Context: an optimization exercise on an open-source flow, tuned for small area. The choices shown serve that exercise and are no tape-out recipe.
No functional check of the RTL was part of this run.
Power is estimated from default activity; no workload was simulated.

==> design.v <==
`default_nettype none
package clk_div_pkg;
    typedef logic [10-1:0] master_t;
    typedef logic [8-1:0]   duty_t;
    typedef logic [13-1:0]     ch_time_t;
    typedef logic [1:0]              ch_idx_t;
    typedef logic [2:0]              ratio_t;
    localparam logic [3*4-1:0] CH_RATIO = {3'd5, 3'd3, 3'd2, 3'd1};
    typedef enum logic [1:0] {
        CALC_LOAD,
        CALC_DIVIDE,
        CALC_WRITE,
        CALC_COMMIT
    } calc_state_t;
endpackage
`default_nettype wire
`default_nettype none
module ratio_calc (
    input  wire logic                 int_osc,
    input  wire logic                 rst,
    input  wire clk_div_pkg::master_t master_period_i,
    input  wire clk_div_pkg::duty_t   duty_cycle_i,
    output logic                      wr_en_o,
    output clk_div_pkg::ch_idx_t      wr_ch_o,
    output clk_div_pkg::ch_time_t     wr_period_o,
    output clk_div_pkg::ch_time_t     wr_high_o,
    output logic                      commit_o
);
    localparam int STEP_W = $clog2(21);
    localparam int REM_W  = 8 + 1;
    clk_div_pkg::calc_state_t state_q;
    clk_div_pkg::ch_idx_t     ch_q;
    logic [STEP_W-1:0]        step_q;
    clk_div_pkg::master_t     master_q;
    clk_div_pkg::duty_t       duty_q;
    clk_div_pkg::master_t     master_sel;
    clk_div_pkg::duty_t       duty_sel;
    clk_div_pkg::ch_time_t    period_nxt;
    logic [21-1:0]    prod_nxt;
    clk_div_pkg::ch_time_t    period_q;
    logic [21-1:0]    quo_q;
    logic [8-1:0]    rem_q;
    logic [REM_W-1:0]         rem_shift;
    logic [REM_W-1:0]         rem_sub;
    always_comb begin
        if (ch_q == '0) begin
            master_sel = master_period_i;
            duty_sel   = duty_cycle_i;
        end else begin
            master_sel = master_q;
            duty_sel   = duty_q;
        end
        period_nxt = clk_div_pkg::ch_time_t'(master_sel)
                   * clk_div_pkg::ch_time_t'(clk_div_pkg::CH_RATIO[3*ch_q +: 3]);
        prod_nxt   = 21'(period_nxt) * 21'(duty_sel);
    end
    assign rem_shift = {rem_q, quo_q[21-1]};
    assign rem_sub   = rem_shift - REM_W'(255);
    always_ff @(posedge int_osc) begin
        case (state_q)
            clk_div_pkg::CALC_LOAD: begin
                if (ch_q == '0) begin
                    master_q <= master_period_i;
                    duty_q   <= duty_cycle_i;
                end
                period_q <= period_nxt;
                quo_q    <= prod_nxt;
                rem_q    <= '0;
            end
            clk_div_pkg::CALC_DIVIDE: begin
                if (rem_shift >= REM_W'(255)) begin
                    rem_q <= rem_sub[8-1:0];
                    quo_q <= {quo_q[21-2:0], 1'b1};
                end else begin
                    rem_q <= rem_shift[8-1:0];
                    quo_q <= {quo_q[21-2:0], 1'b0};
                end
            end
            default: begin
            end
        endcase
    end
    always_ff @(posedge int_osc or posedge rst) begin
        if (rst) begin
            state_q <= clk_div_pkg::CALC_LOAD;
            ch_q    <= '0;
            step_q  <= '0;
        end else begin
            case (state_q)
                clk_div_pkg::CALC_LOAD: begin
                    step_q  <= '0;
                    state_q <= clk_div_pkg::CALC_DIVIDE;
                end
                clk_div_pkg::CALC_DIVIDE: begin
                    if (step_q == STEP_W'(21 - 1)) begin
                        state_q <= clk_div_pkg::CALC_WRITE;
                    end else begin
                        step_q <= step_q + 1'b1;
                    end
                end
                clk_div_pkg::CALC_WRITE: begin
                    if (ch_q == clk_div_pkg::ch_idx_t'(4 - 1)) begin
                        state_q <= clk_div_pkg::CALC_COMMIT;
                    end else begin
                        ch_q    <= ch_q + 1'b1;
                        state_q <= clk_div_pkg::CALC_LOAD;
                    end
                end
                default: begin
                    ch_q    <= '0;
                    state_q <= clk_div_pkg::CALC_LOAD;
                end
            endcase
        end
    end
    assign wr_en_o     = (state_q == clk_div_pkg::CALC_WRITE);
    assign wr_ch_o     = ch_q;
    assign wr_period_o = period_q;
    assign wr_high_o   = quo_q[13-1:0];
    assign commit_o    = (state_q == clk_div_pkg::CALC_COMMIT);
endmodule
`default_nettype wire
`default_nettype none
module shadow_bank (
    input  wire logic                  int_osc,
    input  wire logic                  rst,
    input  wire logic                  wr_en_i,
    input  wire clk_div_pkg::ch_idx_t  wr_ch_i,
    input  wire clk_div_pkg::ch_time_t wr_period_i,
    input  wire clk_div_pkg::ch_time_t wr_high_i,
    input  wire logic                  commit_i,
    output logic [4-1:0][13-1:0] period_o,
    output logic [4-1:0][13-1:0] high_o,
    output logic                       update_o
);
    clk_div_pkg::ch_time_t stage_period [4];
    clk_div_pkg::ch_time_t stage_high [4];
    logic                  bank_diff;
    logic                  swap;
    always_ff @(posedge int_osc) begin
        if (wr_en_i) begin
            stage_period[wr_ch_i] <= wr_period_i;
            stage_high[wr_ch_i]   <= wr_high_i;
        end
    end
    always_comb begin
        bank_diff = 1'b0;
        for (int k = 0; k < 4; k++) begin
            if ((stage_period[k] != period_o[k]) || (stage_high[k] != high_o[k])) begin
                bank_diff = 1'b1;
            end
        end
    end
    assign swap = commit_i && bank_diff;
    always_ff @(posedge int_osc or posedge rst) begin
        if (rst) begin
            update_o <= 1'b0;
            for (int k = 0; k < 4; k++) begin
                period_o[k] <= '1;
                high_o[k]   <= '0;
            end
        end else begin
            update_o <= swap;
            if (swap) begin
                for (int k = 0; k < 4; k++) begin
                    period_o[k] <= stage_period[k];
                    high_o[k]   <= stage_high[k];
                end
            end
        end
    end
endmodule
`default_nettype wire
`default_nettype none
module wave_gen (
    input  wire logic                  int_osc,
    input  wire logic                  rst,
    input  wire logic [4-1:0][13-1:0] period_i,
    input  wire logic [4-1:0][13-1:0] high_i,
    input  wire logic                  update_i,
    output logic [4-1:0]      wave_o
);
    for (genvar k = 0; k < 4; k++) begin : g_ch
        clk_div_pkg::ch_time_t cnt_q;
        clk_div_pkg::ch_time_t cnt_nxt;
        logic                  wave_q;
        always_comb begin
            if (update_i) begin
                cnt_nxt = '0;
            end else if (cnt_q >= period_i[k] - 1'b1) begin
                cnt_nxt = '0;
            end else begin
                cnt_nxt = cnt_q + 1'b1;
            end
        end
        always_ff @(posedge int_osc or posedge rst) begin
            if (rst) begin
                cnt_q  <= '0;
                wave_q <= 1'b0;
            end else begin
                cnt_q  <= cnt_nxt;
                wave_q <= (cnt_nxt < high_i[k]);
            end
        end
        assign wave_o[k] = wave_q;
    end
endmodule
`default_nettype wire
`default_nettype none
module clk_divider_top (
    input  wire logic                 int_osc,
    input  wire logic                 rst,
    input  wire clk_div_pkg::master_t master_period_i,
    input  wire clk_div_pkg::duty_t   duty_cycle_i,
    output logic [4-1:0]     wave_o
);
    logic                  wr_en;
    clk_div_pkg::ch_idx_t  wr_ch;
    clk_div_pkg::ch_time_t wr_period;
    clk_div_pkg::ch_time_t wr_high;
    logic                  commit;
    logic [4-1:0][13-1:0] act_period;
    logic [4-1:0][13-1:0] act_high;
    logic                  update;
    ratio_calc i_calc (
        .int_osc         (int_osc),
        .rst             (rst),
        .master_period_i (master_period_i),
        .duty_cycle_i    (duty_cycle_i),
        .wr_en_o         (wr_en),
        .wr_ch_o         (wr_ch),
        .wr_period_o     (wr_period),
        .wr_high_o       (wr_high),
        .commit_o        (commit)
    );
    shadow_bank i_bank (
        .int_osc     (int_osc),
        .rst         (rst),
        .wr_en_i     (wr_en),
        .wr_ch_i     (wr_ch),
        .wr_period_i (wr_period),
        .wr_high_i   (wr_high),
        .commit_i    (commit),
        .period_o    (act_period),
        .high_o      (act_high),
        .update_o    (update)
    );
    wave_gen i_wave (
        .int_osc  (int_osc),
        .rst      (rst),
        .period_i (act_period),
        .high_i   (act_high),
        .update_i (update),
        .wave_o   (wave_o)
    );
endmodule
`default_nettype wire
==> run.sh <==
#!/bin/bash
# synth_recipe.tcl (not shown) runs the flow's synth.tcl, then flattens the netlist and writes it again
# the make line also repeats each setting of config.mk as NAME=value (left out here)
make -C /OpenROAD-flow-scripts/flow DESIGN_CONFIG=/design/flow/config.mk WORK_HOME=/design/flow/orfs CLKGATE_MAP_FILE= SYNTH_SCRIPT=/design/flow/synth_recipe.tcl finish
==> config.mk <==
export PLATFORM = sky130hd
export DESIGN_NAME = clk_divider_top
export DESIGN_NICKNAME = clk_divider_top
export VERILOG_FILES = /design/flow/design.v
export SDC_FILE = /design/flow/constraint.sdc
export NUM_CORES = 4
export LEC_CHECK = 0
export CAP_MARGIN = 20
export CORE_MARGIN = 2
export CORE_UTILIZATION = 40
export SLEW_MARGIN = 20
==> constraint.sdc <==
create_clock -name core_clock -period 12.0 [get_ports {int_osc}]
set_input_delay 2.4000 -clock core_clock [delete_from_list [all_inputs] [get_ports {int_osc}]]
set_output_delay 2.4000 -clock core_clock [all_outputs]
set_load 0.01 [all_outputs]
==> impl_metrics.toml <==
[outcome]
outcome = "finished clean"

[placed_design]
finalWeightedCongestion = 0.850
hpwl_mm = 36.7
port_buffers = 23
numPlacedInstances = 2526

[layout]
syn2layout_area_growth_pct = 11.0
fillCellCount = 4746
final_common_cell = "inv_1"
drive_gt1_share_pct = 10.6
nets = 2149
post-route-util_pct = 44.9
stdcell_count = 2597
final_cell_mix = "inv_1 (187), ha_1 (168), edfxtp_1 (164)"

[logic_synthesis]
ys_seq_area_share_pct = 44.5
synth_edf_count = 164
synth_top_area_share_pct = 23.7
yosys_warnings = 3
synth_cells = 1853
mappedNetlistArea_mm2 = 0.0208
syn_avg_cell_area_um2 = 11.2
netlist-cell-type-count = 64
synth_ff_type = "edfxtp_1"
synth-seq-cells = 334
ys_top_cells_by_area = "edfxtp_1 (24%), dfrtp_1 (14%), ha_1 (10%), fa_1 (7.2%), dfstp_2 (6.6%)"
async_flop_share_pct = 50.9
synth_nets = 2116
synth_top_cell_by_area = "edfxtp_1"

[die]
core_area_mm2 = 0.0513
ios = 24
dieHeight_um = 232
start_util_pct = 40.5
die_w_um = 232
row_count = 83
dieArea_mm2 = 0.0538

[critical_path]
reg2reg_slack_ps = 3410
reg2regPathDepth = 26
criticalPathCategory = "in -> reg"
r2r-end = "i_calc.quo_q[15]"
path_max_fanout = 9
slowest_delay_ps = 660
crit_top_cell = "fa_1"
arrival_ps = 9580
start_kind = "primary input"
cp_slowest_cell = "xor2_1"
crit_path_end_kind = "register"
worstReg2RegStart = "i_calc.ch_q[0]"
worstPathRequired_ps = 12290

[routing]
dr.pass1.iters = 9
dr_total_vias = 13600
wl_met3_mm = 1.99
drc = 0
routed.top_layer = "met4"
avgRoutedWirePerCell_um = 19.0
routed_wl_mm = 49.4
drtAntennaViolNets = 0
dr_wl_met2_mm = 24.5
vias_per_cell = 5.23
drtIter0Drc = 829
met1_length_mm = 21.5

[timing]
rsz0062_at_grt = "no"
skew_ps = 34.6
fin_crit_sh_pct = 77.4
fmax_ghz = 0.108
setup_violations = 0
drv_slew = 0
hold_viol = 0
max_slew_margin_pct = 30.3
tightestPinTransition_ps = 1020
final.min_clock_period_ps = 9290
hold_slack_ps = 493
tns_ps = 0

[clock_tree]
cts_buffers = 38
cts_tree = "yes"
cts_hold_buf = 0
clock_latency_ps = 580
cts.sinks = 334
clock_path_buffers = 3
clockRootBuffer = "clkbuf_16"
path_clk_slew_ps = 60
cts-resized-gates = 0
h-tree-depth = 2
postCtsSetupRepairBufs = 0

[grt]
grt_overflow_total = 0
grt_start_max_net_pins = 100
grt.total_usage_pct = 19.0
grt_pass1_vias = 14300
grt_pass1_wl_mm = 78.9
antenna_found_initial = 4

[pwr]
vdd_drop_max_mv = 0.0978
powerDensity_mw_per_mm2 = 104
total_power_uw = 2410
leakage_uw = 0.0106

[worst_hold_path]
min_path_cells = 1
worstHoldStart = "i_bank.stage_high[1][5]"
hp-class = "reg -> reg"
min_to = "i_bank.high_o[18]"

[run]
maxCapViolations = 0
==> worst max-delay path by stage <==
stage,slack (ps),to,startpoint,cells past startpoint
2_1_floorplan,3160,i_calc.quo_q[17],master_period_i[0],27
3_3_place_gp,2250,i_calc.quo_q[17],master_period_i[0],27
3_5_place_dp,2180,i_calc.quo_q[17],master_period_i[1],25
4_1_cts,2740,i_calc.quo_q[15],master_period_i[1],25
5_1_grt,2350,i_calc.quo_q[20],master_period_i[1],25
6_report,2710,i_calc.quo_q[15],master_period_i[1],25
==> layer usage <==
metal	vias up	global-route usage (%)
met1	6782	24.3
met4	0	6.49
met5	-	0
met2	245	32.9
li1	6471	-
met3	75	2.70
==> logic make-up after synthesis <==
group / Yosys count / share of synthesized area, %
AO/OA/AOI/OAI: 192 / 6.11
XOR/XNOR: 208 / 8.77
adder cells (fa/ha/maj): 243 / 17.3
buffers and inverters: 235 / 4.56
flip-flops: 334 / 44.5
multiplexers: 125 / 6.70
AND/OR/NAND/NOR: 516 / 12.0
==> synth_stat cells, types with 12 or more instances <==
| library cell | instances |
|---|---|
| clkbuf_1 | 27 |
| o21ai_0 | 33 |
| nor4_1 | 36 |
| nor3_1 | 43 |
| mux2_2 | 64 |
| inv_1 | 188 |
| ha_1 | 168 |
| xnor2_1 | 54 |
| dfrtp_1 | 118 |
| and3_1 | 15 |
| nand2b_1 | 16 |
| a21o_1 | 38 |
| nor2_1 | 164 |
| mux2_1 | 49 |
| mux2i_1 | 12 |
| a21oi_1 | 50 |
| dfstp_2 | 52 |
| nand4_1 | 24 |
| o21a_1 | 15 |
| xor2_1 | 154 |
| and2_1 | 21 |
| edfxtp_1 | 164 |
| nand3_1 | 32 |
| nand2_1 | 110 |
| nor2b_1 | 17 |
| fa_1 | 75 |
==> state kept, by name, summed over array words and instances, names as in the netlist <==
register and count:
i_bank.high_o 52, i_calc.state_q 2, i_calc.step_q 5, i_bank.stage_period 52
i_bank.update_o 1, i_calc.master_q 10, i_wave.g_ch.wave_q 4, i_bank.period_o 52
i_calc.quo_q 21, i_calc.duty_q 8, i_calc.period_q 13, i_calc.rem_q 8
i_wave.g_ch.cnt_q 52, i_calc.ch_q 2, i_bank.stage_high 52
==> area by class of cell <==
cell class | count | area (µm²) | share of cell area [%]
inverters | 189 | 714 | 3.10
clock buffers | 48 | 1020 | 4.42
clock inverters | 22 | 272 | 1.18
multi-input cells | 1284 | 10600 | 46.0
repair buffers | 39 | 350 | 1.52
flip-flops and latches | 334 | 9240 | 40.1
well taps | 680 | 851 | 3.69
diodes | 1 | 2.50 | 0.0109
==> stage by stage <==
step | instance area, µm² | setup WS, ps
4_1_cts | 23100 | 2740
2_1_floorplan | 20800 | 3160
3_3_place_gp | 21700 | 2250
6_report | 23100 | 2710
3_5_place_dp | 21800 | 2180
5_1_grt | 23100 | 2350
==> critical path, delay by kind of cell <==
kind	cells	cell delay, ps
buffers and inverters	4	600
muxes	1	170
AOI/OAI and AO/OA	9	1980
adders and majority gates	7	3350
xor gates and xnor gates	2	830
and+or+nand+nor	2	240
==> where the power goes <==
group	switching, µW	internal [µW]	total, µW
clock network	495	698	1190
registers	0	1190	1190
logic	12.6	5.74	18.4
total	508	1900	2410

## static timing again, ports no longer ideal
Ports are ideal in the flow. The routed layout listed here was re-timed in OpenROAD. Step 1 sets driving cells, clkbuf_16 on the clock port and buf_2 on the other inputs (assumed; they add their load-dependent delay and slew). Step 2, shift: input delay + t, output delay - t, t = (earliest + latest rising clock arrival at the registers) / 2. This alone moves slack from input paths to output paths. Slacks: no drivers / after step 1 / after step 2; pairs: no drivers / after step 1.
t, ns: 0.615
setup slack, ns: 2.710 / 2.744 / 2.129
worst setup path at the end: input to register
pins driven straight from the clock port: 1
After both steps this run still meets setup and hold. For this run, drivers alone change the setup slack by +0.034 ns; drivers and shift together by -0.581 ns.
